This is an optimization exercise on Yosys and OpenROAD, whose aim is small area, a short achievable clock period and few clock cycles per item, not a production implementation. At most, simulation tests tie the RTL to the original design; equivalence was not proved.

// radix_string_to_integer_unit
module radix_string_to_integer_unit (
    input  logic                              i_clk,
    input  logic                              i_rst_n,
    input  logic                              i_valid,
    output logic                              o_ready,
    input  logic [7:0]                        i_ch,
    input  logic                              i_first,
    output logic                              o_valid,
    input  logic                              i_ready,
    output logic signed [rsti_pkg::VAL_W-1:0] o_value,
    input  logic                              i_cfg_we,
    input  logic [1:0]                        i_cfg_idx,
    input  logic [rsti_pkg::VAL_W-1:0]        i_cfg_data
);
Size in the first run: about 230 flip-flops, ~20000 sq um of cells after synthesis.
clock: 6.5 ns
lec_check: 0
cap_margin: 20
core_margin: 2
core_utilization: 40
place_density: 0.6
setup_slack_margin: 2.6
slew_margin: 20
run.sh (not shown) runs the stock make flow with config.mk's settings and CLKGATE_MAP_FILE= SYNTH_SCRIPT=/design/flow/synth_recipe.tcl, a recipe that flattens the netlist after the stock synthesis.
The first run completed without violations.
Testbench counts at the start, summed over its fixed seeds: cycles 18,815, items 18,783.
Change:
Settings changed: SETUP_SLACK_MARGIN 2.6 to 2.0.
Outcome:
- The changed run ran to the end with no violations
- via count drops by 2.7%
- final cell count drops by 2.4%
- final area drops by 7.6%
- clock-buffer cell count climbs by 1
- sequential share of layout area climbs by 1.8 points
- utilization drops by 3.9 points
- setup slack gets worse by 0.19 ns
- register-to-register slack gets worse by 0.19 ns
- synthesized cell count does not change
- wire length drops by 6.4%

maple:
Another version of the RTL of radix_string_to_integer_unit (not shown whole).
Size: ~2,400 cells after synthesis, about 240 flip-flops, ~150 I/O pins, roughly 0.020 sq mm of cells after synthesis.
==> flow/config.mk <==
export PLATFORM = sky130hd
export DESIGN_NAME = radix_string_to_integer_unit
export DESIGN_NICKNAME = radix_string_to_integer_unit
export VERILOG_FILES = /design/flow/design.v
export SDC_FILE = /design/flow/constraint.sdc
export NUM_CORES = 4
export LEC_CHECK = 0
export CAP_MARGIN = 20
export CORE_MARGIN = 2
export CORE_UTILIZATION = 60
export PLACE_DENSITY = 0.75
export SETUP_SLACK_MARGIN = 2.4
export SLEW_MARGIN = 20
==> flow/constraint.sdc <==
create_clock -name core_clock -period 6.5 [get_ports {i_clk}]
set_input_delay 1.3000 -clock core_clock [delete_from_list [all_inputs] [get_ports {i_clk}]]
set_output_delay 1.3000 -clock core_clock [all_outputs]
set_load 0.01 [all_outputs]
standard.sh (not shown) runs the stock make flow with config.mk's settings and CLKGATE_MAP_FILE= SYNTH_SCRIPT=/design/flow/synth_recipe.tcl, a recipe that flattens the netlist after the stock synthesis.
==> flow/flow/run.sh <==
#!/bin/bash
# Own flow: the standard layout (standard.sh, unchanged synthesis), with
# one change: every input and output port still gets its own buffer, but a
# plain sky130_fd_sc_hd__buf_2 rather than the delay cell buffer_ports picks
# by itself. standard.sh's output goes to standard.log; each ORFS step keeps
# its own log under orfs/logs/.
set -euo pipefail
bash standard.sh "BUFFER_PORTS_ARGS=-buffer_cell sky130_fd_sc_hd__buf_2" finish > standard.log 2>&1
Testbench counts of maple, summed over its fixed seeds: cycles 18,815, items 18,783.
What raven does differently from maple at the input level:
Settings: a change of PLACE_DENSITY from 0.75 to 0.7; an added ABC_AREA of 1; a change of SETUP_SLACK_MARGIN from 2.4 to 2.5; a change of CORE_UTILIZATION from 60 to 55.
==> flow/flow/run.sh <==
#!/bin/bash
# Own flow: the standard layout (standard.sh, unchanged synthesis), with
# two changes: every input and output port still gets its own buffer, but a
# plain sky130_fd_sc_hd__buf_1 rather than the delay cell buffer_ports picks
# by itself; and clock tree synthesis adds no dummy loads. standard.sh's
# output goes to standard.log; each ORFS step keeps its own log under
# orfs/logs/.
set -euo pipefail
bash standard.sh "BUFFER_PORTS_ARGS=-buffer_cell sky130_fd_sc_hd__buf_1" \
  "CTS_ARGS=-sink_clustering_enable -repair_clock_nets -dont_use_dummy_load" \
  finish > standard.log 2>&1
## What came out
- maple was larger in final cell area than raven.
- maple has a lower cell count than raven.
- In raven relative to maple, die height had gone up by a few percent.
- In the metrics for maple and raven, the one carrying the lower share of cell area taken by multi-input logic gates is raven.
- Re placed cell count: raven is 11% up on maple.
- Area after synthesis delta for raven relative to maple: about 3% lower
- Count of clock-net buffers in the final layout for raven is lower than for maple.
Modified inputs, juniper compared to raven
Settings: CORE_UTILIZATION now 50, was 55; SETUP_SLACK_MARGIN now 2.4, was 2.5; ABC_AREA no longer set, was 1.
==> flow/flow/run.sh <==
#!/bin/bash
# Own flow: the standard layout (standard.sh, unchanged synthesis), with
# one change: every input and output port still gets its own buffer, but a
# plain sky130_fd_sc_hd__buf_1 rather than the delay cell buffer_ports picks
# by itself. standard.sh's output goes to standard.log; each ORFS step keeps
# its own log under orfs/logs/.
set -euo pipefail
bash standard.sh "BUFFER_PORTS_ARGS=-buffer_cell sky130_fd_sc_hd__buf_1" finish > standard.log 2>&1
Changes observed in juniper relative to raven: wire length lower; required time of the critical path higher; hold slack higher. Compared with raven, juniper shows a lower cell count.
Inputs modified between juniper and tundra:
Settings: swapping 50 for 60 in CORE_UTILIZATION; swapping 0.7 for 0.75 in PLACE_DENSITY.
==> flow/flow/run.sh <==
#!/bin/bash
# Own flow: the standard layout, with the one change that synthesis
# leaves adders to abc instead of mapping them to the library's full- and
# half-adder cells (ADDER_MAP_FILE empty). Everything else, including the
# registers, their names and cell types, is the standard flow's.
set -euo pipefail
bash standard.sh ADDER_MAP_FILE= finish > standard.log 2>&1
Notes after the runs:
Against juniper, sum of routed wire length over all layers in tundra came out worse. Higher cell area after technology mapping was reported by tundra, not juniper. No stage failed in juniper, and the final checks on the layout all came back clean. tundra completed; timing, DRC and antenna clean. Met1 wire length essentially unchanged between tundra and juniper. Worst hold slack delta for tundra relative to juniper: 0.010 ns lower.

radix_string_to_integer_unit, a different RTL version from the one above (not shown whole).
Size: ~2500 cells after synthesis, roughly 150 I/O pins, about 19000 um2 of cells after synthesis.
clock: 6.5 ns
lec_check: 0
abc_area: 1
cap_margin: 20
core_margin: 2
core_utilization: 55
place_density: 0.7
setup_slack_margin: 2.7
slew_margin: 20
==> flow/flow/run.sh <==
#!/bin/bash
# Own flow: the standard layout (standard.sh, unchanged synthesis), with
# two changes:
#  - every input and output port still gets its own buffer, but a plain
#    sky130_fd_sc_hd__buf_1 rather than the delay cell buffer_ports picks by
#    itself;
#  - clock tree synthesis adds no dummy loads and drives the register
#    clusters with sky130_fd_sc_hd__clkbuf_4 (the tree above them is as
#    usual).
# standard.sh's output goes to standard.log; each ORFS step keeps its own log
# under orfs/logs/.
set -euo pipefail
bash standard.sh "BUFFER_PORTS_ARGS=-buffer_cell sky130_fd_sc_hd__buf_1" \
  "CTS_ARGS=-sink_clustering_enable -repair_clock_nets -dont_use_dummy_load -sink_clustering_buffer sky130_fd_sc_hd__clkbuf_4" \
  finish > standard.log 2>&1
Testbench counts at the start, summed over its fixed seeds: cycles 18,815, items 18,783.
Then changed:
Settings changed: SETUP_SLACK_MARGIN 2.7 to 2.52.
Flip-flop and latch count stays the same.
Register-to-register slack loses 80 ps.
Worst setup slack gets worse by 78 ps.

RTL: one of the versions met above, not the one the previous note started from.
Size in the first run: about 2,400 cells after synthesis, ~240 flip-flops, about 150 I/O pins, roughly 0.020 mm2 of cells after synthesis.
// radix_string_to_integer_unit
module radix_string_to_integer_unit (
    input  logic                              i_clk,
    input  logic                              i_rst_n,
    input  logic                              i_valid,
    output logic                              o_ready,
    input  logic [7:0]                        i_ch,
    input  logic                              i_first,
    output logic                              o_valid,
    input  logic                              i_ready,
    output logic signed [rsti_pkg::VAL_W-1:0] o_value,
    input  logic                              i_cfg_we,
    input  logic [1:0]                        i_cfg_idx,
    input  logic [rsti_pkg::VAL_W-1:0]        i_cfg_data
);
clock: 6.5 ns
lec_check: 0
cap_margin: 20
core_margin: 2
core_utilization: 60
place_density: 0.75
setup_slack_margin: 2.4
slew_margin: 20
tns_end_percent: 10
run.sh (not shown) runs the stock make flow with config.mk's settings and CLKGATE_MAP_FILE= SYNTH_SCRIPT=/design/flow/synth_recipe.tcl, a recipe that flattens the netlist after the stock synthesis.
Stock flow here: none of the scripts above is used.
Testbench counts at the start, summed over its fixed seeds: cycles 18,815, items 18,783.
Next try:
==> flow/flow/run.sh (new file) <==
#!/bin/bash
# Own flow: the standard layout (standard.sh, unchanged synthesis), with
# one change: every input and output port still gets its own buffer, but a
# plain sky130_fd_sc_hd__buf_1 rather than the delay cell buffer_ports picks
# by itself. standard.sh's output goes to standard.log; each ORFS step keeps
# its own log under orfs/logs/.
set -euo pipefail
bash standard.sh "BUFFER_PORTS_ARGS=-buffer_cell sky130_fd_sc_hd__buf_1" finish > standard.log 2>&1
==> flow/standard.sh (new file) <==
#!/bin/bash
# synth_recipe.tcl (not shown) runs the flow's synth.tcl, then flattens the netlist and writes it again
# the make line also repeats each setting of config.mk as NAME=value (left out here)
make -C /OpenROAD-flow-scripts/flow DESIGN_CONFIG=/design/flow/config.mk WORK_HOME=/design/flow/orfs CLKGATE_MAP_FILE= SYNTH_SCRIPT=/design/flow/synth_recipe.tcl "${@:-finish}"
Settings changed: SETUP_SLACK_MARGIN 2.4 to 2.0, TNS_END_PERCENT 10 to default.
removed: flow/run.sh
=> The new run produced a clean layout; routed wire length fell by 0.55%; final area fell by 5.5%; clock skew rose by 27 ps; non-clock buffer count fell by 20; via count is about the same.
Next try:
==> flow/flow/run.sh (replaced) <==
#!/bin/bash
# Own flow: the standard layout (standard.sh, unchanged synthesis), with
# two changes: every input and output port still gets its own buffer, but a
# plain sky130_fd_sc_hd__buf_1 rather than the delay cell buffer_ports picks
# by itself; and clock tree synthesis adds no dummy loads. standard.sh's
# output goes to standard.log; each ORFS step keeps its own log under
# orfs/logs/.
set -euo pipefail
bash standard.sh "BUFFER_PORTS_ARGS=-buffer_cell sky130_fd_sc_hd__buf_1" \
  "CTS_ARGS=-sink_clustering_enable -repair_clock_nets -dont_use_dummy_load" \
  finish > standard.log 2>&1
Settings changed: ABC_AREA from default to 1, SETUP_SLACK_MARGIN 2.0 to 2.8.
What happened: The changed run went through all stages and came out clean. Non-clock buffer count increases by 42. Utilization is higher by 4.9 points. Clock-buffer cell count falls by 9. Setup slack improves by 380 ps. First-iteration DRC count goes up by 36%.
Next try:
Settings changed: SETUP_SLACK_MARGIN 2.8 to 2.5, TNS_END_PERCENT from default to 50.
What happened: Via count drops by 2.7%. Routed wire length is lower by 3.8%. Worst setup slack is better by 86 ps. Synthesized area does not change. Count of clock-buffer cells in the layout went up by 1. Sequential share of layout area climbs by 0.96 points. Die area is unchanged. Flip-flop and latch count is unchanged.

Setup of build 51:
Another version of the RTL of radix_string_to_integer_unit (not shown whole).
Size in the first run: about 2500 cells after synthesis, about 220 flip-flops, about 150 I/O pins, roughly 22000 µm² of cells after synthesis.
## radix_string_to_integer_unit
module radix_string_to_integer_unit (
    input  logic                              i_clk,
    input  logic                              i_rst_n,
    input  logic                              i_valid,
    output logic                              o_ready,
    input  logic [7:0]                        i_ch,
    input  logic                              i_first,
    output logic                              o_valid,
    input  logic                              i_ready,
    output logic signed [rsti_pkg::VAL_W-1:0] o_value,
    input  logic                              i_cfg_we,
    input  logic [1:0]                        i_cfg_idx,
    input  logic [rsti_pkg::VAL_W-1:0]        i_cfg_data
);
clock: 6.5 ns
lec_check: 0
abc_clock_period_in_ps: 3500
cap_margin: 20
core_margin: 2
core_utilization: 40
place_density: 0.6
setup_slack_margin: 2.5
slew_margin: 20
Stock flow here: none of the scripts above is used.
### build 51 -> build 47
Settings: SETUP_SLACK_MARGIN no longer set, was 2.5; ABC_CLOCK_PERIOD_IN_PS no longer set, was 3500.
Findings:
- Between build 47 and build 51, clock distribution area overhead in the final layout is lower for build 51, build 47 comes in above that.
- Compared with build 51, build 47 shows a lower required time of the critical path.
- Sort build 47 and build 51 by total vias in the final route, descending, and build 51 comes first.
- Compared with build 51, build 47 ends up with less cell area.
- Higher post-layout instance count excluding filler cells was reported by build 51, not build 47.
- There was hardly any difference in core footprint between build 47 and build 51.
- On build 47: worst-margin pin slew is 90 ps higher than what build 51 gave.
- Pin count of the biggest net entering global routing sits lower in build 47 than in build 51.
- The data arrival time of the critical path of build 47 exceeds that of build 51 by 340 ps.
- Build 47 reached the end of the flow, and the finished layout is clean on the timing, DRC and antenna checks.
Relative to build 47, the following input files were edited for build 22:
Settings: an added SETUP_SLACK_MARGIN of 2.5.
==> summary.txt <==
Per the comparison of build 22 with build 47, worst slack on hold paths flat, wire length of the first global-routing pass saw an increase, post-synthesis sequential element count neither gained nor lost much.
Reported for build 22 and build 47, total clock sinks turned out identical to the last digit.
Compared with build 47, number of gates on the worst path with buffers counted in build 22 decreased by a few percent.
Looking at standard cell with the maximum stage delay on the critical path, the sky130_fd_sc_hd__fa_1 result is from build 22; the sky130_fd_sc_hd__edfxtp_1 one comes from build 47.
Build 22 finished every step from synthesis to the final layout, and the layout passed the timing, DRC and antenna checks.
Build 22 ended up with a higher area used by multi-input combinational logic than build 47 did.
No run of this note included a check of the RTL's function; only the layout flow was run.

Another version of the RTL of radix_string_to_integer_unit (not shown whole).
Size: roughly 2400 cells after synthesis, roughly 240 flip-flops, about 20000 um^2 of cells after synthesis.
make LEC_CHECK=0 CAP_MARGIN=5 CORE_MARGIN=2 CORE_UTILIZATION=40 PLACE_DENSITY=0.6 SETUP_SLACK_MARGIN=2.4 SLEW_MARGIN=5 finish   # period 6.5 ns
The first run finished with timing, DRC and antenna clean.
Testbench counts at the start, summed over its fixed seeds: cycles 18,815, items 18,783.
==> next run, changes <==
- CAP_MARGIN: 5 -> 20
- CORE_UTILIZATION: 40 -> 60
- PLACE_DENSITY: 0.6 -> 0.75
- SLEW_MARGIN: 5 -> 20
What happened:
- die area goes down by 33%
- fmax goes up by 2.2%
- count of clock-buffer cells in the layout goes down by 5
- sequential cell count is unchanged
- cell count goes down by 8.3%
- global-route usage goes up by 9.8 points

radix_string_to_integer_unit with an RTL version that a note above also has.
Size in the first run: roughly 2500 cells after synthesis, ~240 flip-flops, roughly 150 I/O pins, ~0.019 mm2 of cells after synthesis.
clock: 6.5 ns
lec_check: 0
abc_area: 1
cap_margin: 20
core_margin: 2
core_utilization: 55
place_density: 0.7
setup_slack_margin: 2.8
slew_margin: 20
standard.sh (not shown) runs the stock make flow with config.mk's settings and CLKGATE_MAP_FILE= SYNTH_SCRIPT=/design/flow/synth_recipe.tcl, a recipe that flattens the netlist after the stock synthesis.
==> flow/flow/run.sh <==
#!/bin/bash
# Own flow: the standard layout (standard.sh, unchanged synthesis), with
# two changes:
#  - every input and output port still gets its own buffer, but a plain
#    sky130_fd_sc_hd__buf_1 rather than the delay cell buffer_ports picks by
#    itself;
#  - clock tree synthesis adds no dummy loads and drives the register
#    clusters with sky130_fd_sc_hd__clkbuf_4 (the tree above them is as
#    usual).
# standard.sh's output goes to standard.log; each ORFS step keeps its own log
# under orfs/logs/.
set -euo pipefail
bash standard.sh "BUFFER_PORTS_ARGS=-buffer_cell sky130_fd_sc_hd__buf_1" \
  "CTS_ARGS=-sink_clustering_enable -repair_clock_nets -dont_use_dummy_load -sink_clustering_buffer sky130_fd_sc_hd__clkbuf_4" \
  finish > standard.log 2>&1
Testbench counts at the start, summed over its fixed seeds: cycles 18,815, items 18,783.
Rerun with:
--- a/flow/config.mk
+++ b/flow/config.mk
@@ -12,3 +12,3 @@
 export PLACE_DENSITY = 0.7
-export SETUP_SLACK_MARGIN = 2.8
+export SETUP_SLACK_MARGIN = 2.55
 export SLEW_MARGIN = 20
Outcome:
- cell count goes down by 0.81%
- hold slack improves by 0.0034 ns
- final area goes down by 2.9%
- die area does not change
- setup slack is about the same
- wire length goes down by 1.3%
- utilization goes down by 1.9 points
Rerun with:
--- a/flow/config.mk
+++ b/flow/config.mk
@@ -10,5 +10,5 @@
 export CORE_MARGIN = 2
-export CORE_UTILIZATION = 55
-export PLACE_DENSITY = 0.7
-export SETUP_SLACK_MARGIN = 2.55
+export CORE_UTILIZATION = 60
+export PLACE_DENSITY = 0.75
+export SETUP_SLACK_MARGIN = 2.6
 export SLEW_MARGIN = 20
The new run completed with no timing, DRC or antenna violations. Register-to-register slack got worse by 0.08 ns. Synthesized area does not change. Global-route usage increases by 2.3 points. Core utilization increases by 6.9 points. Worst setup slack got worse by 0.080 ns. Flip-flop and latch count does not change. Clock-buffer cell count decreases by 2. Clock skew hardly moves.
Rerun with:
--- a/flow/config.mk
+++ b/flow/config.mk
@@ -10,5 +10,5 @@
 export CORE_MARGIN = 2
-export CORE_UTILIZATION = 60
-export PLACE_DENSITY = 0.75
-export SETUP_SLACK_MARGIN = 2.6
+export CORE_UTILIZATION = 55
+export PLACE_DENSITY = 0.7
+export SETUP_SLACK_MARGIN = 2.5
 export SLEW_MARGIN = 20
What happened: Area after synthesis does not change. Sequential share of layout area increases by 0.50 points. Die area increases by about 9%. Clock skew increases by 0.015 ns. Maximum frequency decreases by about 1.7%. Flip-flop and latch count is unchanged. Global-route usage decreases by 1.9 points. Core utilization decreases by 7.4 points. Critical path depth increases by 1. Via count decreases by 2.7%.

port drivers added, routing unchanged:
The flow's constraints put no driver on any port. The routed layouts listed below were extracted and timed again, unchanged, in two steps.
Step 1: set_driving_cell puts a clkbuf_16 on i_clk and a buf_2 on each other input, an assumption about the parent block.
Step 2, shift: input delay + t, output delay - t, t = (earliest + latest rising clock arrival at the registers) / 2. This alone moves slack from input paths to output paths.
Three values: ideal, step 1, step 2; two values: the first two.
run	shift t [ns]	setup slack, ns	cell pins on the clock port's net
the first run of note 1	0.624	2.392 / 2.392 / 2.134	1
the second run of note 1	0.637	2.199 / 2.199 / 2.000	1
maple	0.629	2.179 / 2.179 / 2.179	1
raven	0.623	2.638 / 2.638 / 2.198	1
juniper	0.624	2.300 / 2.300 / 2.300	1
tundra	0.611	2.231 / 2.231 / 2.032	1
the first run of note 3	0.562	2.607 / 2.607 / 2.298	1
the second run of note 3	0.567	2.529 / 2.529 / 2.207	1
the first run of note 4	0.609	2.285 / 2.285 / 1.833	1
the second run of note 4	0.623	2.110 / 2.110 / 2.110	1
the third run of note 4	0.599	2.485 / 2.485 / 2.485	1
the fourth run of note 4	0.613	2.571 / 2.571 / 2.511	1
build 51	0.642	0.803 / 0.803 / 0.803	1
build 47	0.627	0.435 / 0.435 / 0.435	1
build 22	0.642	0.803 / 0.803 / 0.803	1
the first run of note 6	0.649	2.372 / 2.372 / 1.947	1
the second run of note 6	0.590	2.461 / 2.461 / 2.035	1
the first run of note 7	0.567	2.650 / 2.650 / 2.537	1
the second run of note 7	0.567	2.650 / 2.650 / 2.305	1
the third run of note 7	0.579	2.571 / 2.571 / 2.221	1
the fourth run of note 7	0.572	2.504 / 2.504 / 2.294	1
After both steps setup and hold are still met in every run listed. The setup slack of the first run of note 4, which loses most, moves by 0.000 ns with the drivers and by -0.452 ns with both steps.
